Background: an optimization exercise with open tools, aiming at small area, a short achievable clock period and few clock cycles. Do not read the settings as production practice. In this exercise RTL edits were held to simulation tests only and were not proved equivalent to the original. Power figures rest on the tool's default switching activity, not on a simulated workload.

--- config.mk ---
export PLATFORM = sky130hd
export DESIGN_NAME = pcie_tlp_bridge
export DESIGN_NICKNAME = pcie_tlp_bridge
export VERILOG_FILES = /design/flow/design.v
export SDC_FILE = /design/flow/constraint.sdc
export NUM_CORES = 4
export LEC_CHECK = 0
export ABC_CLOCK_PERIOD_IN_PS = 2000
export CAP_MARGIN = 20
export CORE_MARGIN = 2
export CORE_UTILIZATION = 60
export CTS_BUF_LIST = sky130_fd_sc_hd__clkbuf_4 sky130_fd_sc_hd__clkbuf_8
export SETUP_SLACK_MARGIN = 2.85
export SLEW_MARGIN = 20
--- constraint.sdc ---
create_clock -name core_clock -period 5.0 [get_ports {clk_sys}]
set_input_delay 1.0000 -clock core_clock [delete_from_list [all_inputs] [get_ports {clk_sys}]]
set_output_delay 1.0000 -clock core_clock [all_outputs]
set_load 0.01 [all_outputs]
--- design.v ---
`default_nettype none
module intx_pacer (
    input  wire logic   clk_sys,
    input  wire logic   rst,
    input  wire logic   int_rdy,
    output logic        int_assert
);
    localparam logic [31:0] LFSR_TAPS = 32'h0000_00ae;
    localparam int          HOLD_W    = $clog2(64);
    typedef enum logic [1:0] {
        ST_REQ,
        ST_DRAW,
        ST_HOLD
    } state_t;
    state_t             state;
    logic [31:0]        lfsr;
    logic [HOLD_W-1:0]  hold_cnt;
    logic               int_q;
    assign int_assert = int_q;
    always_ff @(posedge clk_sys)
    begin
        if (rst)
            lfsr <= 32'h097d_7840;
        else if (state == ST_DRAW)
            lfsr <= {lfsr[30:0], lfsr[31]} ^ (lfsr[31] ? LFSR_TAPS : 32'h0);
    end
    always_ff @(posedge clk_sys)
    begin
        if (rst)
            hold_cnt <= '0;
        else if (state == ST_HOLD)
            hold_cnt <= hold_cnt + 1'b1;
    end
    always_ff @(posedge clk_sys)
    begin
        if (rst)
        begin
            state <= ST_REQ;
            int_q <= 1'b0;
        end
        else
        begin
            case (state)
                ST_REQ:
                begin
                    int_q <= !(int_q && int_rdy);
                    if (int_q && int_rdy)
                        state <= ST_DRAW;
                end
                ST_DRAW:
                begin
                    if (lfsr > 32'h6000_0000)
                        state <= ST_HOLD;
                end
                ST_HOLD:
                begin
                    if (&hold_cnt)
                    begin
                        int_q <= 1'b1;
                        state <= ST_REQ;
                    end
                end
                default:
                begin
                    state <= ST_REQ;
                end
            endcase
        end
    end
endmodule
`default_nettype wire
`default_nettype none
module pcie_tlp_bridge
(
    input  wire logic           clk_sys,
    input  wire logic           rst,
    input  wire logic [63:0]    rx_data,
    input  wire logic [7:0]     rx_keep,
    input  wire logic           rx_last,
    input  wire logic           rx_valid,
    output logic                rx_ready,
    output logic [63:0]         tx_data,
    output logic [7:0]          tx_keep,
    output logic                tx_last,
    output logic                tx_valid,
    input  wire logic           tx_ready,
    input  wire logic           int_rdy,
    output logic                int_assert
);
    logic [31:0]    q_lo   [3];
    logic [31:0]    q_hi   [3];
    logic           q_two  [3];
    logic           q_last [3];
    logic [2:0]     t;
    logic [2:0]     t_nx;
    logic           c1, c2;
    logic           c1_nx, c2_nx;
    logic           rdy_q;
    logic           two;
    logic           take;
    logic           pop;
    logic           cl1, cl2;        
    logic [3:0]     at;              
    assign two  = rx_keep[4];
    assign take = rx_valid && rdy_q;
    assign pop  = t[0] && tx_ready;
    assign rx_ready = rdy_q;
    assign tx_valid = t[0];
    assign tx_data  = {q_hi[0], q_lo[0]};
    assign tx_keep  = q_two[0] ? 8'hff : 8'h0f;
    assign tx_last  = q_last[0];
    assign at = {t[2], t[1] && !t[2], t[0] && !t[1], !t[0]};
    always_comb
    begin
        cl1   = 1'b0;
        cl2   = 1'b0;
        c1_nx = c1;
        c2_nx = c2;
        if (take)
        begin
            if (c2)
            begin
                cl2   = 1'b1;
                c2_nx = 1'b0;
            end
            else if (c1)
            begin
                cl2   = two;
                cl1   = !two && rx_last;
                c1_nx = 1'b0;
                c2_nx = !two && !rx_last;
            end
            else
            begin
                cl1   = rx_last;
                c1_nx = !rx_last && !two;
                c2_nx = !rx_last && two;
            end
        end
        case ({cl2, cl1, pop})
            3'b001:  t_nx = {1'b0, t[2:1]};
            3'b010:  t_nx = {t[1:0], 1'b1};
            3'b100:  t_nx = {t[0], 2'b11};
            3'b101:  t_nx = {t[1:0], 1'b1};
            default: t_nx = t;
        endcase
    end
    always_ff @(posedge clk_sys)
    begin
        if (rst)
        begin
            t     <= 3'b000;
            c1    <= 1'b0;
            c2    <= 1'b0;
            rdy_q <= 1'b1;
        end
        else
        begin
            t     <= t_nx;
            c1    <= c1_nx;
            c2    <= c2_nx;
            rdy_q <= (c1_nx || c2_nx) ? !t_nx[1] : !t_nx[2];
        end
    end
    logic [31:0]    w_lo;
    logic [31:0]    w_hi;
    logic           w_two_cur;
    logic           w_last_cur;
    logic           w_two_nxt;
    logic [2:0]     cur0, cur1, nxt0, nxt1;      
    logic [2:0]     lo0, lo1, hi0, hi1, cf0, cf1;
    logic [2:0]     lo_en, lo_w, hi_en, hi_w, fl_en, fl_cur, fl_nxt;
    assign w_lo       = c1 ? rx_data[63:32] : rx_data[31:0];
    assign w_hi       = c1 ? rx_data[31:0]  : rx_data[63:32];
    assign w_two_cur  = c1 || two;
    assign w_last_cur = rx_last && !(c1 && two);
    assign w_two_nxt  = c2 && two;
    assign cur0 = {3{rdy_q}} & at[2:0];
    assign nxt0 = {3{rdy_q}} & {at[1:0], 1'b0};
    assign cur1 = {3{rdy_q}} & at[3:1];
    assign nxt1 = {3{rdy_q}} & at[2:0];
    assign lo0  = (cur0 & {3{!c1 && !c2}}) | nxt0;
    assign lo1  = (cur1 & {3{!c1 && !c2}}) | nxt1;
    assign hi0  = (cur0 & {3{!c2}}) | nxt0;
    assign hi1  = (cur1 & {3{!c2}}) | nxt1;
    assign cf0  = cur0 & {3{!c2}};
    assign cf1  = cur1 & {3{!c2}};
    assign lo_en = pop ? {lo1[2], 2'b11} : lo0;
    assign lo_w  = pop ? lo1 : 3'b111;
    assign hi_en = pop ? {hi1[2], 2'b11} : hi0;
    assign hi_w  = pop ? hi1 : 3'b111;
    assign fl_en = pop ? {cf1[2] | nxt1[2], 2'b11} : (cf0 | nxt0);
    assign fl_cur = pop ? cf1 : cf0;
    assign fl_nxt = pop ? nxt1 : nxt0;
    always_ff @(posedge clk_sys)
    begin
        for (int i = 0; i < 2; i++)
        begin
            if (lo_en[i])
                q_lo[i] <= lo_w[i] ? w_lo : q_lo[i + 1];
            if (hi_en[i])
                q_hi[i] <= hi_w[i] ? w_hi : q_hi[i + 1];
            if (fl_en[i])
            begin
                if (fl_cur[i])
                begin
                    q_two[i]  <= w_two_cur;
                    q_last[i] <= w_last_cur;
                end
                else if (fl_nxt[i])
                begin
                    q_two[i]  <= w_two_nxt;
                    q_last[i] <= rx_last;
                end
                else
                begin
                    q_two[i]  <= q_two[i + 1];
                    q_last[i] <= q_last[i + 1];
                end
            end
        end
        if (lo_en[2])
            q_lo[2] <= w_lo;
        if (hi_en[2])
            q_hi[2] <= w_hi;
        if (fl_en[2])
        begin
            q_two[2]  <= fl_cur[2] ? w_two_cur : w_two_nxt;
            q_last[2] <= fl_cur[2] ? w_last_cur : rx_last;
        end
    end
    intx_pacer i_intx_pacer (
        .clk_sys    ( clk_sys    ),
        .rst        ( rst        ),
        .int_rdy    ( int_rdy    ),
        .int_assert ( int_assert )
    );
endmodule
`default_nettype wire
--- flow/run.sh ---
#!/bin/bash
# The standard layout (standard.sh), with the port buffers inserted as
# buf_1 cells and a clock tree built without dummy load cells. Its full
# output goes to standard.log.
export BUFFER_PORTS_ARGS="-buffer_cell sky130_fd_sc_hd__buf_1"
export CTS_ARGS="-sink_clustering_enable -repair_clock_nets -sink_clustering_size 20 -sink_clustering_max_diameter 60 -buf_list {sky130_fd_sc_hd__clkbuf_16} -dont_use_dummy_load"
bash standard.sh > standard.log 2>&1
--- standard.sh ---
#!/bin/bash
# synth_recipe.tcl (not shown) runs the flow's synth.tcl, then flattens the netlist and writes it again
# the make line also repeats each setting of config.mk as NAME=value (left out here)
make -C /OpenROAD-flow-scripts/flow DESIGN_CONFIG=/design/flow/config.mk WORK_HOME=/design/flow/orfs CLKGATE_MAP_FILE= SYNTH_SCRIPT=/design/flow/synth_recipe.tcl "${@:-finish}"
==> flow_metrics.tcl, run 1 <==
set metrics [dict create \
    vias 6652 \
    max_freq_mhz 474.7 \
    wl_met3_um 1140 \
    utilization_pct 69.05 \
    fin_cells 1185 \
    fin_tns_setup_ps 0 \
    h-tree-depth 1 \
    die_w_um 137.0 \
    grt_antenna_before_repair 2 \
    drt-total-wl_um 21310 \
    layout_common_cells "198 x edfxtp_1, 141 x buf_1, 93 x mux2_2" \
    switching_share_pct 25.05 \
    pwr-share-seq_pct 58.5 \
    grt_usage_pct 22.42 \
    grt_overflow 0 \
    finClkSkew_ps 26.01 \
    routedWlPerCell_um 17.98 \
    status "complete, no violations" \
    place_area_um2 11260 \
    num_io_pins 154 \
    fin_crit_sh_pct 42.13 \
    ys_seq_elements 245 \
    setup_viol 0 \
    worstSetupPathType "in -> reg" \
    wl_met1_um 9251 \
    viasPerCell 5.614 \
    cp-start-kind "input port" \
    io_buffers 142 \
    wl_met2_um 10570 \
    critPathCaptureType "flip-flop" \
    area_growth_pct 12.60 \
    die_h_um 137.0 \
    cts_buffers 17 \
    clockRootBuffer "clkbuf_16" \
    syn_avg_cell_area_um2 12.95 \
    clk_pin_slew_ps 60 \
    finalCriticalPeriod_ps 2107 \
    rsz0062_at_grt "no" \
    pwr-share-clk_pct 27.2 \
    drtIter0Drc 433 \
    cp.required_ps 5220 \
    maxSlewHeadroom_pct 29.78 \
    core.rowCount 48 \
    hold_violations 0 \
    ctsHoldBuffers 0 \
    core_um2 17300 \
    grt_pass1_wl_um 32570 \
    slew_viol_final 0 \
    ant_nets 0 \
    placed_cells 1145 \
    hold_class "reg -> reg" \
    netlist.area_leader.share_pct 56.06 \
    final_cell_area_um2 11940 \
    yosys-top-cells-area "edfxtp_1 56%, mux2_2 9.9%, dfxtp_1 8.9%" \
    min-delay-start "i_intx_pacer.lfsr[7]$_SDFFE_PP0P_" \
    synth-main-ff-cell "edfxtp_1" \
    dp_hpwl_um 13010 \
    final_common_cell "edfxtp_1" \
    p_comb_share_pct 14.2 \
    dp_slack_ps 1657 \
    grt_max_degree 65 \
    yosysWarnings 6 \
    cap_violations 0 \
    power_leakage_nw 4.248 \
    path_max_fanout 9 \
    synth_cell_types 55 \
    yosysSeqAreaShare_pct 64.93 \
    ys_async_sr_fraction_pct 0 \
    synth_cells 819 \
    start_util_pct 61.32 \
    dieArea_um2 18760 \
    drcViolationCount 0 \
    powerDensity_nw_per_um2 374.3 \
    gp_congestion 0.7999 \
    p_int_w 0.003350 \
    fill_cells 1283 \
    clkSinkCount 245 \
    routed.top_layer "met4" \
    cts_tree "done" \
    crit_arrival_ps 2330 \
    synth_top_area_cell "edfxtp_1" \
    nNetsFinal 1039 \
    ir_drop_uv 279.1 \
    drive_above_1_share_pct 17.75 \
    worstMarginPinSlew_ps 1053 \
    grt_pass1_vias 6323 \
    synth_edf_count 198 \
    dr.pass1.iters 5 \
    clk_path_buf_depth 3 \
    fin_ws_ps 2893 \
    clock_latency_ps 490 \
    switching_power_w 0.001120 \
    crit_path_start "tx_ready" \
    netlist_area_um2 10610 \
]
per-layer routing:
layer / vias up / GRT usage [%]
met2: 175 / 38.34
met3: 25 / 3.778
met5: - / 0
met4: 0 / 5.384
li1: 3228 / -
met1: 3224 / 30.10
state kept, by name, summed over array words and instances, names as in the netlist, named ones only:
register	flops
q_hi	96
q_lo	96
i_intx_pacer.lfsr	32
i_intx_pacer.hold_cnt	6
q_last	3
q_two	3
i_intx_pacer.state	2
t	2
c1	1
c2	1
i_intx_pacer.int_q	1
rdy_q	1
area by class of cell:
type / instances / area, µm² / area share, %
timing repair buffer: 171 / 799.5 / 6.695
clock buffer: 17 / 425.4 / 3.562
inverter: 38 / 146.4 / 1.226
sequential: 245 / 6899 / 57.77
tap: 225 / 281.5 / 2.357
multi-input combinational: 487 / 3386 / 28.35
antenna: 2 / 5.005 / 0.04191
power by group through the flow:
| stage | Sequential [W] | Clock [W] | Combinational (W) |
|---|---|---|---|
| after CTS | 0.00262 | 0.00124 | 0.000631 |
| after floorplan | 0.00268 | 0 | 0.000373 |
| after global placement | 0.00266 | 0 | 0.000575 |
| after detailed placement | 0.00267 | 0 | 0.000595 |
| after global routing | 0.00264 | 0.00131 | 0.000701 |
| final | 0.00262 | 0.00122 | 0.000635 |
critical path, stage by stage:
cell and delay [ps]:
clkbuf_2 170, and3b_2 270, a311o_1 280, a22oi_2 330, nor2_4 70, buf_4 190
worst paths after layout:
kind,end,slack [ps],depth (start not counted)
worst max-delay path,q_lo[2][6]$_DFFE_PP_,2890,6
worst min-delay path,i_intx_pacer.lfsr[8]$_SDFFE_PP0P_,460,2
worst max register to register,q_lo[2][6]$_DFFE_PP_,2960,5
worst min register to register,i_intx_pacer.lfsr[8]$_SDFFE_PP0P_,460,2
what timing repair did:
action                     CTS  global route
buffers inserted            16             3
setup endpoints to repair  213           280
pin swaps                    3             0
gates resized for setup     10             8
hold endpoints to repair     0             0
cloned                       2             0
synthesized netlist by cell type (all sizes together) (2+ instances only):
cell    instances
nor4            6
xnor2           7
and2            4
o21ai          11
a21oi          91
mux2i          33
nor2           85
nand3          15
o211a           2
and3            2
clkbuf         17
nor3            3
inv            38
xor2            4
a22oi           3
o21a            3
or3             2
a21o            2
edfxtp        198
a211oi          5
dfxtp          47
nand2b          4
a31oi           2
mux2           99
nand2          69
nand4           4
o31ai           3
or2             2
buf            37
nor2b           5
metrics by stage:
stage	total power [W]	hold WS, ps
after detailed placement	0.003267	464.8
after global placement	0.003235	452.7
final	0.004471	463.8
after CTS	0.004498	461.6
after floorplan	0.003054	444.8
after global routing	0.004651	481.8
kinds of logic (layout without fill, tap and decap cells):
group | after synthesis | count (layout) | share of synthesized area, %
flip-flops | 245 | 245 | 64.93
AND/OR/NAND/NOR | 206 | 207 | 8.482
multiplexers | 132 | 132 | 13.63
AO/OA/AOI/OAI | 131 | 132 | 7.290
buffers and inverters | 92 | 226 | 4.612
XOR/XNOR | 11 | 11 | 0.9083
adder cells (fa/ha/maj) | 1 | 1 | 0.1179
other | 1 | 6 | 0.03536
Testbench counts, summed over its fixed seeds: cycles 28,534.
==> run 2, diff against run 1 <==
==> flow/run.sh (replaced) <==
#!/bin/bash
# The standard layout (standard.sh), with the port buffers inserted as
# buf_1 cells and a clock tree built without dummy load cells. Its full
# output goes to standard.log.
export BUFFER_PORTS_ARGS="-buffer_cell sky130_fd_sc_hd__buf_1"
export CTS_ARGS="-sink_clustering_enable -repair_clock_nets -sink_clustering_size 24 -sink_clustering_max_diameter 80 -buf_list {sky130_fd_sc_hd__clkbuf_16} -dont_use_dummy_load -distance_between_buffers 1000 -branching_point_buffers_distance 1000"
bash standard.sh > standard.log 2>&1
==> run 2 against run 1 <==
Compared with the run above:
- die area did not move
- core utilization fell by 0.39 points
- setup slack got worse by 14 ps
- fmax fell by 0.64%
- hold slack improved by 15 ps
- clock-buffer cell count fell by 3
- combinational power fell by 0.6%
- sequential share of layout area rose by 0.34 points
- total power fell by 2.6%
- synthesized area did not move
- synthesized cell count did not move
- critical endpoint is now tx_valid
- highest routed layer unchanged
==> flow_metrics.tcl, run 2 <==
set metrics [dict create \
    nNetsFinal 1033 \
    dp_hpwl_um 13010 \
    path_max_fanout 14 \
    yosysSeqAreaShare_pct 64.93 \
    ir_drop_uv 300.8 \
    switching_share_pct 25.32 \
    ys_async_sr_fraction_pct 0 \
    slew_viol_final 0 \
    die_w_um 137.0 \
    max_freq_mhz 471.7 \
    wl_met3_um 1094 \
    synth_top_area_cell "edfxtp_1" \
    cp.required_ps 4000 \
    h-tree-depth 1 \
    setup_viol 0 \
    wl_met2_um 10380 \
    ys_seq_elements 245 \
    critPathCaptureType "output pin" \
    dieArea_um2 18760 \
    maxSlewHeadroom_pct 29.11 \
    p_comb_share_pct 14.5 \
    core.rowCount 48 \
    crit_arrival_ps 1120 \
    netlist_area_um2 10610 \
    clock_latency_ps 480 \
    cts_buffers 14 \
    worstSetupPathType "reg -> out" \
    slowest_stage "dfxtp_4" \
    final_common_cell "edfxtp_1" \
    synth-main-ff-cell "edfxtp_1" \
    clk_pin_slew_ps 80 \
    synth_cells 819 \
    clockRootBuffer "clkbuf_16" \
    synth_top_cells_by_count "198 x edfxtp_1, 93 x mux2_2, 90 x a21oi_1" \
    fill_cells 1284 \
    wl_met1_um 9243 \
    grt_antenna_before_repair 2 \
    synth_cell_types 55 \
    clkSinkCount 245 \
    routed.top_layer "met4" \
    grt_pass1_vias 6279 \
    finClkSkew_ps 36.17 \
    fin_tns_setup_ps 0 \
    finalCriticalPeriod_ps 2120 \
    power_leakage_nw 4.204 \
    dp_slack_ps 1657 \
    p_int_w 0.003250 \
    critical_path.top_delay_family "flip-flops" \
    die_h_um 137.0 \
    worstMarginPinSlew_ps 1063 \
    viasPerCell 5.655 \
    powerDensity_nw_per_um2 366.5 \
    vias 6667 \
    area_growth_pct 11.96 \
    yosysMostFrequentCell "edfxtp_1" \
    ant_nets 0 \
    clk_path_buf_depth 3 \
    grt_usage_pct 22.17 \
    fin_ws_ps 2880 \
    hold_violations 0 \
    utilization_pct 68.66 \
    start_util_pct 61.32 \
    path_buf_inv 1 \
    dr.pass1.iters 4 \
    synth_edf_count 198 \
    rsz0062_at_grt "no" \
    cts_tree "done" \
    grt_max_degree 65 \
    drcViolationCount 0 \
    drt-total-wl_um 21130 \
    drive_above_1_share_pct 17.33 \
    netlist.area_leader.share_pct 56.06 \
    path_cells "buf_1" \
    cap_violations 0 \
    gp_congestion 0.7999 \
    cp-start-kind "flip-flop" \
    pwr-share-seq_pct 60.2 \
    io_buffers 142 \
    pwr-share-clk_pct 25.3 \
    layout_common_cells "198 x edfxtp_1, 141 x buf_1, 93 x mux2_2" \
    drtIter0Drc 408 \
    routedWlPerCell_um 17.92 \
    hold_class "reg -> reg" \
    fin_crit_sh_pct 42.40 \
    max_stage_delay_ps 480 \
    yosysWarnings 6 \
    top_regs "q_hi x96, q_lo x96, i_intx_pacer.lfsr x32" \
    status "complete, no violations" \
    grt_overflow 0 \
    grt_pass1_wl_um 32510 \
    syn_avg_cell_area_um2 12.95 \
    core_um2 17300 \
    yosys-top-cells-area "edfxtp_1 56%, mux2_2 9.9%, dfxtp_1 8.9%" \
    switching_power_w 0.001102 \
    num_io_pins 154 \
]
run 2: kinds of logic after synthesis:
| family | share of synthesized area [%] |
|---|---|
| flip-flops | 64.93 |
| buffers and inverters | 4.612 |
| other | 0.03536 |
| AO/OA/AOI/OAI | 7.290 |
| XOR/XNOR | 0.9083 |
| adder cells (fa/ha/maj) | 0.1179 |
| multiplexers | 13.63 |
| AND/OR/NAND/NOR | 8.482 |
run 2: per-layer routing:
layer / global-route usage [%] / vias to the layer above
met5: 0 / -
met4: 5.269 / 0
met3: 3.481 / 21
met2: 37.48 / 181
met1: 30.36 / 3248
li1: - / 3217
run 2: worst paths after layout:
kind	cells past startpoint	startpoint	slack, ps	to
max reg2reg	5	c1$_SDFF_PP0_	2990	q_lo[1][17]$_DFFE_PP_
max	1	t[0]$_SDFFE_PP0N_	2880	tx_valid
min	2	i_intx_pacer.lfsr[25]$_SDFFE_PP0P_	480	i_intx_pacer.lfsr[25]$_SDFFE_PP0P_
min reg2reg	2	i_intx_pacer.lfsr[25]$_SDFFE_PP0P_	480	i_intx_pacer.lfsr[25]$_SDFFE_PP0P_
run 2: metrics by stage:
step | cell area [µm²] | hold slack (ps) | instances | power [W]
after floorplan | 10700 | 444.8 | 822 | 0.003054
after global placement | 11260 | 452.7 | 1145 | 0.003235
after detailed placement | 11260 | 464.8 | 1145 | 0.003267
after CTS | 11830 | 477.5 | 1175 | 0.004384
after global routing | 11870 | 503.7 | 1177 | 0.004533
final | 11880 | 478.5 | 1179 | 0.004352
run 2: area by class of cell:
class                   instances  area [µm²]  area share, %
clock buffers                  14       350.3          2.950
multi-input cells             487        3386          28.51
repair buffers                168       805.8          6.785
well taps                     225       281.5          2.371
inverters                      38       146.4          1.233
diodes                          2       5.005        0.04215
flip-flops and latches        245        6900          58.11
run 2: power groups by stage:
stage               registers (W)  logic (W)  clock network (W)
floorplan                 0.00268   0.000373                  0
global placement          0.00266   0.000575                  0
detailed placement        0.00267   0.000595                  0
CTS                       0.00263   0.000632            0.00113
global route              0.00265   0.000698            0.00119
finish                    0.00262   0.000631            0.00110
run 2: timing repair:
item | 4_1_cts | 5_1_grt
endpoints found under the hold margin | 0 | 0
gates resized for setup | 13 | 6
hold buffers | 0 | 0
pin swaps | 3 | 0
gates cloned | 2 | 0
setup buffers | 14 | 2
setup endpoints to repair | 238 | 232
==> run 3, diff against run 2 <==
==> flow/run.sh (replaced) <==
#!/bin/bash
# The standard layout (standard.sh), with the port buffers inserted as
# buf_1 cells and a clock tree built without dummy load cells. Its full
# output goes to standard.log.
export BUFFER_PORTS_ARGS="-buffer_cell sky130_fd_sc_hd__buf_1"
export CTS_ARGS="-sink_clustering_enable -repair_clock_nets -sink_clustering_size 20 -sink_clustering_max_diameter 60 -buf_list {sky130_fd_sc_hd__clkbuf_8} -dont_use_dummy_load"
bash standard.sh > standard.log 2>&1
==> run 3 against run 2 <==
Compared with the run above:
- still clean
- via count down 0.67%
- clock power is about 20% lower
- fmax is 0.58% higher
- routed wire length is 1.4% lower
- final area is 1.5% lower
- combinational power decreased by 1%
- hold slack got worse by 21 ps
- core utilization down 1.1 points
- sequential share of layout area rose by 0.90 points
- setup slack improved by 12 ps
- critical path type unchanged
- critical endpoint is now tx_data[33]
- largest cell class unchanged
==> flow_metrics.tcl, run 3 <==
set metrics [dict create \
    die_w_um 137.0 \
    hold_class "reg -> reg" \
    hold_violations 0 \
    clock_latency_ps 510 \
    fin_ws_ps 2892 \
    final_common_cell "edfxtp_1" \
    cts_buffers 17 \
    grt_usage_pct 22.03 \
    num_io_pins 154 \
    nNetsFinal 1033 \
    viasPerCell 5.621 \
    ir_drop_uv 236.6 \
    dieArea_um2 18760 \
    finalCriticalPeriod_ps 2108 \
    yosysMostFrequentCell "edfxtp_1" \
    top_regs "q_hi x96, q_lo x96, i_intx_pacer.lfsr x32" \
    cp-start-kind "flip-flop" \
    dr.pass1.iters 5 \
    synth_top_area_cell "edfxtp_1" \
    yosys-top-cells-area "edfxtp_1 56%, mux2_2 9.9%, dfxtp_1 8.9%" \
    core_um2 17300 \
    routedWlPerCell_um 17.69 \
    layout_common_cells "198 x edfxtp_1, 139 x buf_1, 93 x mux2_2" \
    placed_cells 1145 \
    slew_viol_final 0 \
    crit_arrival_ps 1110 \
    path_buf_inv 1 \
    fin_crit_sh_pct 42.16 \
    hold_path_depth 2 \
    clockRootBuffer "clkbuf_8" \
    slowest_stage "edfxtp_1" \
    critPathCaptureType "output pin" \
    critical_path.top_delay_family "flip-flops" \
    power.total_w 0.004124 \
    reg2reg_from "c1$_SDFF_PP0_" \
    worstSetupPathType "reg -> out" \
    status "complete, no violations" \
    cts_tree "done" \
    vias 6622 \
    ys_seq_elements 245 \
    finClkSkew_ps 29.44 \
    setup_viol 0 \
    ys_async_sr_fraction_pct 0 \
    min-delay-start "i_intx_pacer.lfsr[7]$_SDFFE_PP0P_" \
    cap_violations 0 \
    core.rowCount 48 \
    netlist.area_leader.share_pct 56.06 \
    die_h_um 137.0 \
    drcViolationCount 0 \
    reg2reg_depth 5 \
    max_freq_mhz 474.4 \
    maxSlewHeadroom_pct 28.83 \
    synth_top_cells_by_count "198 x edfxtp_1, 93 x mux2_2, 90 x a21oi_1" \
    grt_pass1_vias 6268 \
    regToRegEndpoint "q_lo[1][3]$_DFFE_PP_" \
    worstMarginPinSlew_ps 1067 \
    path_max_fanout 1 \
    fin_tns_setup_ps 0 \
    synth-main-ff-cell "edfxtp_1" \
    drive_above_1_share_pct 17.33 \
    clk_path_buf_depth 3 \
    grt_overflow 0 \
    synth_cell_types 55 \
    fill_cells 1308 \
    dp_hpwl_um 13010 \
    ctsHoldBuffers 0 \
    fin_cells 1178 \
    ant_nets 0 \
    synth_edf_count 198 \
    io_buffers 142 \
    h-tree-depth 1 \
    grt_antenna_before_repair 2 \
    drt-total-wl_um 20840 \
    max_stage_delay_ps 440 \
    yosysWarnings 6 \
    synth_cells 819 \
    min_to "i_intx_pacer.lfsr[8]$_SDFFE_PP0P_" \
    rsz0062_at_grt "yes" \
    powerDensity_nw_per_um2 352.7 \
    grt_pass1_wl_um 32060 \
    power_leakage_nw 4.140 \
    netlist_area_um2 10610 \
    syn_avg_cell_area_um2 12.95 \
    grt_max_degree 65 \
    cp.required_ps 4000 \
    clkSinkCount 245 \
    path_cells "buf_1" \
    ff2ff_setup_slack_ps 2960 \
    start_util_pct 61.32 \
    clk_pin_slew_ps 120 \
    gp_congestion 0.7999 \
    area_growth_pct 10.23 \
    dp_slack_ps 1657 \
    yosysSeqAreaShare_pct 64.93 \
    drtIter0Drc 434 \
]
[run 3: power by group]
part	switching (W)	leakage (nW)	total, W	internal (W)
Clock	0.000574	0.122	0.000883	0.000309
Sequential	0.000100	2.35	0.00262	0.00252
Combinational	0.000401	1.67	0.000625	0.000224
[run 3: kinds of logic after synthesis]
family,share of synthesized area (%)
fa+ha+maj,0.1179
compound gates,7.290
other cells,0.03536
xor+xnor,0.9083
buf+inv,4.612
simple gates,8.482
mux,13.63
flops,64.93
[run 3: worst max path at each step]
stage / to / from / cells past startpoint / slack [ps]
finish: tx_data[33] / q_hi[0][1]$_DFFE_PP_ / 1 / 2890
global route: tx_keep[5] / q_two[0]$_DFFE_PP_ / 1 / 2820
CTS: tx_keep[6] / q_two[0]$_DFFE_PP_ / 1 / 2840
detailed placement: q_lo[1][17]$_DFFE_PP_ / tx_ready / 5 / 1660
global placement: q_lo[1][16]$_DFFE_PP_ / tx_ready / 5 / 1730
floorplan: q_hi[2][0]$_DFFE_PP_ / tx_ready / 4 / 2570
[run 3: stage by stage]
| stage | hold slack, ps | util (%) | area [µm²] |
|---|---|---|---|
| after floorplan | 444.8 | - | 10700 |
| after global placement | 452.7 | 65.10 | 11260 |
| after detailed placement | 464.8 | 65.10 | 11260 |
| after CTS | 453.3 | 67.51 | 11680 |
| after global routing | 468.9 | 67.58 | 11690 |
| final | 457.8 | 67.59 | 11690 |
[run 3: timing repair]
action                                  in CTS  in global routing
resized for setup                           11                  6
pin swaps                                    5                  0
endpoints found under the setup margin     222                186
gates cloned                                 2                  0
setup buffers                               13                  0
[run 3: final cells by class]
cell class	count	area, µm²	share of cell area (%)
Antenna cell	1	2.502	0.02140
Clock buffer	17	234.0	2.001
Timing Repair Buffer	165	745.7	6.378
Tap cell	225	281.5	2.408
Sequential cell	245	6899	59.01
Inverter	38	142.6	1.220
Multi-Input combinational cell	487	3386	28.96
[run 3: routing by layer]
metal / GRT usage (%) / wire, µm / part of all wire, % / vias to the layer above
met3: 3.519 / 1149 / 5.5 / 31
li1: - / - / - / 3200
met5: 0 / 0 / 0 / -
met4: 5.842 / 408 / 2.0 / 0
met2: 37.40 / 10130 / 49 / 190
met1: 29.72 / 9157 / 44 / 3201
==> run 4, diff against run 3 <==
==> flow/run.sh (replaced) <==
#!/bin/bash
# The standard layout (standard.sh), with the port buffers inserted as
# buf_1 cells and a clock tree built without dummy load cells. Its full
# output goes to standard.log.
export BUFFER_PORTS_ARGS="-buffer_cell sky130_fd_sc_hd__buf_1"
export CTS_ARGS="-sink_clustering_enable -repair_clock_nets -sink_clustering_size 16 -sink_clustering_max_diameter 50 -buf_list {sky130_fd_sc_hd__clkbuf_8} -dont_use_dummy_load"
bash standard.sh > standard.log 2>&1
--- a/config.mk
+++ b/config.mk
@@ -10,5 +10,5 @@
 export CORE_MARGIN = 2
 export CORE_UTILIZATION = 60
 export CTS_BUF_LIST = sky130_fd_sc_hd__clkbuf_4 sky130_fd_sc_hd__clkbuf_8
-export SETUP_SLACK_MARGIN = 2.85
+export SETUP_SLACK_MARGIN = 2.95
 export SLEW_MARGIN = 20
==> run 4 against run 3 <==
Compared with the run above:
- non-clock buffer count is 7 higher
- register-to-register slack better by 50 ps
- routed wire length is 11% higher
- cell count is 1.2% higher
- sequential share of layout area is 2.0 points lower
- final area is 3.5% higher
- synthesized area stayed put
- first-iteration DRC count is 2.1% lower
- core utilization is 2.4 points higher
- critical path depth stayed put
- clock power is 18% higher
- global-route usage is 2.4 points higher
==> flow_metrics.tcl, run 4 <==
set metrics [dict create \
    grt_overflow 0 \
    dieArea_um2 18760 \
    cp-start-kind "flip-flop" \
    yosysSeqAreaShare_pct 64.93 \
    num_io_pins 154 \
    syn_avg_cell_area_um2 12.95 \
    routedWlPerCell_um 19.35 \
    place_area_um2 11290 \
    netlist_area_um2 10610 \
    powerDensity_nw_per_um2 360.1 \
    ir_drop_uv 258.5 \
    drive_above_1_share_pct 25.85 \
    finClkSkew_ps 43.56 \
    gp_congestion 0.7928 \
    status "complete, no violations" \
    ctsHoldBuffers 0 \
    vias 6929 \
    core.rowCount 48 \
    dr.pass1.iters 5 \
    die_h_um 137.0 \
    synth_top_area_cell "edfxtp_1" \
    viasPerCell 5.813 \
    drt-total-wl_um 23060 \
    synth_top_cells_by_count "198 x edfxtp_1, 93 x mux2_2, 90 x a21oi_1" \
    yosys-top-cells-area "edfxtp_1 56%, mux2_2 9.9%, dfxtp_1 8.9%" \
    max_stage_delay_ps 430 \
    cp.required_ps 4000 \
    drtIter0Drc 425 \
    critPathCaptureType "output pin" \
    hold_violations 0 \
    clkSinkCount 245 \
    fill_cells 1229 \
    fin_tns_setup_ps 0 \
    diodes 0 \
    ys_seq_elements 245 \
    finalCriticalPeriod_ps 2124 \
    die_w_um 137.0 \
    rsz0062_at_grt "yes" \
    grt_pass1_vias 6681 \
    path_buf_inv 1 \
    power.total_w 0.004360 \
    fin_ws_ps 2876 \
    path_max_fanout 1 \
    crit_arrival_ps 1120 \
    max_freq_mhz 470.7 \
    dp_hpwl_um 13310 \
    clockRootBuffer "clkbuf_8" \
    ant_nets 0 \
    power_leakage_nw 4.478 \
    fin_crit_sh_pct 42.49 \
    io_buffers 142 \
    worstSetupPathType "reg -> out" \
    worstMarginPinSlew_ps 605.5 \
    layout_common_cells "198 x edfxtp_1, 91 x mux2_2, 88 x a21oi_1" \
    area_growth_pct 14.13 \
    grt_pass1_wl_um 35220 \
    h-tree-depth 1 \
    synth_cells 819 \
    cts_tree "done" \
    core_um2 17300 \
    drcViolationCount 0 \
    slowest_stage "edfxtp_1" \
    synth_edf_count 198 \
    start_util_pct 61.32 \
    grt_max_degree 65 \
    setup_viol 0 \
    grt_usage_pct 24.44 \
    maxSlewHeadroom_pct 59.54 \
    top_regs "q_hi x96, q_lo x96, i_intx_pacer.lfsr x32" \
    final_common_cell "edfxtp_1" \
    nNetsFinal 1048 \
    cts_buffers 24 \
    netlist.area_leader.share_pct 56.06 \
    critical_path.top_delay_family "flip-flops" \
    clock_latency_ps 530 \
    yosysWarnings 6 \
    dp_slack_ps 1559 \
    yosysMostFrequentCell "edfxtp_1" \
    synth_cell_types 55 \
    hold_class "reg -> reg" \
    clk_path_buf_depth 3 \
    cap_violations 0 \
    path_cells "clkbuf_2" \
    synth-main-ff-cell "edfxtp_1" \
    grt_antenna_before_repair 1 \
    slew_viol_final 0 \
    final_cell_area_um2 12110 \
    utilization_pct 69.99 \
    clk_pin_slew_ps 100 \
    ys_async_sr_fraction_pct 0 \
]
==> run 4: logic make-up (layout without fill, tap and decap cells) <==
| group | Yosys count | in the layout | share of synthesized area [%] |
|---|---|---|---|
| flip-flops | 245 | 245 | 64.93 |
| adder cells (fa/ha/maj) | 1 | 1 | 0.1179 |
| buffers and inverters | 92 | 234 | 4.612 |
| multiplexers | 132 | 132 | 13.63 |
| AO/OA/AOI/OAI | 131 | 133 | 7.290 |
| XOR/XNOR | 11 | 11 | 0.9083 |
| other | 1 | 4 | 0.03536 |
| AND/OR/NAND/NOR | 206 | 207 | 8.482 |
==> run 4: worst paths after layout <==
| kind | from | to | slack [ps] | cells after the start |
|---|---|---|---|---|
| worst max-delay path | q_lo[0][31]$_DFFE_PP_ | tx_data[31] | 2880 | 1 |
| worst min register to register | i_intx_pacer.lfsr[14]$_SDFFE_PP1P_ | i_intx_pacer.lfsr[15]$_SDFFE_PP0P_ | 470 | 2 |
| worst max register to register | flip-flop | q_hi[2][31]$_DFFE_PP_ | 3010 | 3 |
| worst min-delay path | i_intx_pacer.lfsr[14]$_SDFFE_PP1P_ | i_intx_pacer.lfsr[15]$_SDFFE_PP0P_ | 470 | 2 |
==> run 4: timing repair <==
action                     CTS  global route
buffers inserted            11             6
hold endpoints to repair     0             0
gates resized for setup     34            61
cloned                       6             0
pin swaps                    5             5
setup endpoints to repair  381           109
==> run 4: final cells by class <==
cell class	count	area, µm²	area share, %
clock buffers	24	330.3	2.729
inverters	38	146.4	1.209
multi-input cells	488	3426	28.30
flip-flops and latches	245	6903	57.02
well taps	225	281.5	2.326
repair buffers	172	1018	8.413
==> run 4: layer usage <==
metal / routed length (µm) / GRT usage [%] / vias up
li1: - / - / 3240
met1: 9604 / 32.73 / 3415
met2: 11470 / 41.63 / 235
met3: 1497 / 3.481 / 37
met4: 476 / 7.388 / 2
met5: 13 / 0 / -
==> run 4: power by group <==
part	internal [W]	switching, W
Sequential	0.00252	0.0000960
Clock	0.000428	0.000614
Combinational	0.000272	0.000431
==> run 4: per-stage QoR <==
step                hold slack [ps]  std cells
floorplan                     444.8        822
global placement              452.9       1145
detailed placement            464.8       1145
CTS                           438.4       1186
global route                  492.9       1192
finish                        472.1       1192
==> run 5, diff against run 4 <==
--- a/config.mk
+++ b/config.mk
@@ -10,5 +10,5 @@
 export CORE_MARGIN = 2
 export CORE_UTILIZATION = 60
 export CTS_BUF_LIST = sky130_fd_sc_hd__clkbuf_4 sky130_fd_sc_hd__clkbuf_8
-export SETUP_SLACK_MARGIN = 2.95
+export SETUP_SLACK_MARGIN = 2.85
 export SLEW_MARGIN = 20
==> run 5 against run 4 <==
Compared with the run above:
- fmax up 0.62%
- non-clock buffer count down 6
- synthesized area unchanged
- clock-buffer cell count down 2
- sequential power about the same
- combinational power down about 10%
- critical path type unchanged
- critical endpoint is now tx_data[33]
- largest cell class unchanged
- largest power group unchanged
- highest routed layer is now met4
==> flow_metrics.tcl, run 5 <==
set metrics [dict create \
    status "complete, no violations" \
    num_io_pins 154 \
    io_buffers 142 \
    path_cells "clkbuf_2" \
    grt_antenna_before_repair 2 \
    routedWlPerCell_um 17.71 \
    fin_cells 1184 \
    hold_class "reg -> reg" \
    wl_met3_um 1278 \
    path_buf_inv 1 \
    start_util_pct 61.32 \
    ff2ff_setup_slack_ps 2950 \
    placed_cells 1145 \
    pwr-share-seq_pct 61.7 \
    rsz0062_at_grt "yes" \
    switching_share_pct 25.94 \
    path_max_fanout 1 \
    wl_met2_um 10170 \
    hold_violations 0 \
    fin_tns_setup_ps 0 \
    grt_pass1_wl_um 32510 \
    worstSetupPathType "reg -> out" \
    h-tree-depth 1 \
    yosysSeqAreaShare_pct 64.93 \
    wl_met1_um 9089 \
    grt_overflow 0 \
    holdWs_ps 450.2 \
    drt-total-wl_um 20960 \
    max_stage_delay_ps 440 \
    gp_congestion 0.7999 \
    setup_viol 0 \
    p_int_w 0.003140 \
    layout_common_cells "198 x edfxtp_1, 138 x buf_1, 93 x mux2_2" \
    grt_max_degree 65 \
    grt_usage_pct 22.33 \
    top_regs "q_hi x96, q_lo x96, i_intx_pacer.lfsr x32" \
    grt_pass1_vias 6348 \
    cp.required_ps 4000 \
    synth_cell_types 55 \
    critical_path.top_delay_family "flip-flops" \
    ant_nets 0 \
    crit_arrival_ps 1110 \
    cts_tree "done" \
    syn_avg_cell_area_um2 12.95 \
    cts_buffers 22 \
    synth_edf_count 198 \
    drtIter0Drc 435 \
    finalCriticalPeriod_ps 2111 \
    dr.pass1.iters 5 \
    finClkSkew_ps 50.20 \
    die_h_um 137.0 \
    core.rowCount 48 \
    die_w_um 137.0 \
    clockRootBuffer "clkbuf_8" \
    drcViolationCount 0 \
    clk_path_buf_depth 3 \
    worstMarginPinSlew_ps 1060 \
    nNetsFinal 1039 \
    clk_pin_slew_ps 100 \
    netlist_area_um2 10610 \
    fin_crit_sh_pct 42.22 \
    p_comb_share_pct 14.9 \
    slowest_stage "edfxtp_1" \
    ir_drop_uv 236.3 \
    yosysWarnings 6 \
    dieArea_um2 18760 \
    final_cell_area_um2 11800 \
    power_leakage_nw 4.191 \
    powerDensity_nw_per_um2 359.4 \
    pwr-share-clk_pct 23.4 \
    viasPerCell 5.639 \
    synth_cells 819 \
    netlist.area_leader.share_pct 56.06 \
    drive_above_1_share_pct 18.06 \
    switching_power_w 0.001100 \
    clkSinkCount 245 \
    critPathCaptureType "output pin" \
    synth_top_area_cell "edfxtp_1" \
    clock_latency_ps 540 \
    area_growth_pct 11.21 \
    synth-main-ff-cell "edfxtp_1" \
    ys_seq_elements 245 \
    synth_top_cells_by_count "198 x edfxtp_1, 93 x mux2_2, 90 x a21oi_1" \
    yosysMostFrequentCell "edfxtp_1" \
    yosys-top-cells-area "edfxtp_1 56%, mux2_2 9.9%, dfxtp_1 8.9%" \
    cap_violations 0 \
    final_common_cell "edfxtp_1" \
    core_um2 17300 \
    maxSlewHeadroom_pct 29.30 \
    vias 6677 \
    cp-start-kind "flip-flop" \
    max_freq_mhz 473.7 \
    place_area_um2 11260 \
    ys_async_sr_fraction_pct 0 \
    routed.top_layer "met4" \
    dp_hpwl_um 13010 \
    slew_viol_final 0 \
    ctsHoldBuffers 0 \
]
==> run 5: final timing paths <==
| check | startpoint | endpoint | cells after the start |
|---|---|---|---|
| max | q_hi[0][1]$_DFFE_PP_ | tx_data[33] | 1 |
| min | i_intx_pacer.lfsr[29]$_SDFFE_PP0P_ | i_intx_pacer.lfsr[30]$_SDFFE_PP0P_ | 2 |
| max reg2reg | c1$_SDFF_PP0_ | q_lo[1][12]$_DFFE_PP_ | 5 |
| min reg2reg | i_intx_pacer.lfsr[29]$_SDFFE_PP0P_ | i_intx_pacer.lfsr[30]$_SDFFE_PP0P_ | 2 |
==> run 5: power groups by stage <==
stage	clock, W	combinational (W)	sequential [W]
floorplan	0	0.000373	0.00268
global placement	0	0.000575	0.00266
detailed placement	0	0.000595	0.00267
CTS	0.00102	0.000638	0.00262
global route	0.00110	0.000698	0.00264
finish	0.000991	0.000631	0.00262
==> run 5: cells by family (layout without fill, tap and decap cells) <==
kind of cell | Yosys count | count (layout) | share of synthesized area [%]
DFF | 245 | 245 | 64.93
and+or+nand+nor | 206 | 207 | 8.482
muxes | 132 | 132 | 13.63
AOI/OAI and AO/OA | 131 | 132 | 7.290
buffers and inverters | 92 | 226 | 4.612
xor gates and xnor gates | 11 | 11 | 0.9083
adders and majority gates | 1 | 1 | 0.1179
other | 1 | 5 | 0.03536
==> run 5: area by class of cell <==
class | count | area (µm²)
Sequential cell | 245 | 6900
Fill cell | 1297 | 5502
Multi-Input combinational cell | 487 | 3386
Timing Repair Buffer | 166 | 779.5
Clock buffer | 22 | 302.8
Tap cell | 225 | 281.5
Inverter | 38 | 142.6
Antenna cell | 1 | 2.502
==> run 5: routing by layer <==
| metal | vias to the layer above | global-route usage, % |
|---|---|---|
| li1 | 3211 | - |
| met1 | 3235 | 30.54 |
| met2 | 195 | 36.98 |
| met3 | 36 | 3.815 |
| met4 | 0 | 6.472 |
| met5 | - | 0 |
==> run 5: what timing repair did <==
action | in CTS | in global routing
hold endpoints to repair | 0 | 0
gates resized for setup | 11 | 8
buffers inserted | 14 | 0
pin swaps | 5 | 0
gates cloned | 2 | 0
setup endpoints to repair | 234 | 172
==> run 5: through the flow <==
step,total power (W),util [%],setup slack (ps)
after CTS,0.004279,68.09,2845
final,0.004239,68.19,2889
after detailed placement,0.003267,65.10,1657
after global placement,0.003235,65.10,1725
after global routing,0.004437,68.18,2824
after floorplan,0.003054,-,2568
==> run 5: worst reg2reg max path, stage by stage, from the launching register on <==
cell and delay [ps]:
dfxtp_4 600, or2_4 280, o21ai_2 120, a21oi_4 220, buf_4 240, mux2_2 350

==> static timing again, ports no longer ideal <==
The flow's constraints put no driver on any port. The routed layouts listed below were extracted and timed again, unchanged, in two steps.
Step 1 sets driving cells, clkbuf_16 on the clock port and buf_2 on the other inputs (assumed; they add their load-dependent delay and slew).
Step 2, shift: input delay + t, output delay - t, t = (earliest + latest rising clock arrival at the registers) / 2. This alone moves slack from input paths to output paths.
a / b / c = no drivers / after step 1 / after step 2; a / b = the first two.
run | shift t [ns] | setup slack, ns | worst setup path at the end | cell pins on the clock port's net
run 1 | 0.513 | 2.893 / 2.887 / 2.394 | input to register | 1
run 2 | 0.506 | 2.880 / 2.836 / 2.403 | input to register | 1
run 3 | 0.531 | 2.892 / 2.853 / 2.402 | input to register | 1
run 4 | 0.553 | 2.876 / 2.837 / 2.453 | input to register | 1
run 5 | 0.549 | 2.889 / 2.850 / 2.399 | input to register | 1
After both steps setup and hold are still met in every run listed. For run 1, which loses most, drivers alone change the setup slack by -0.006 ns; drivers and shift together by -0.499 ns.
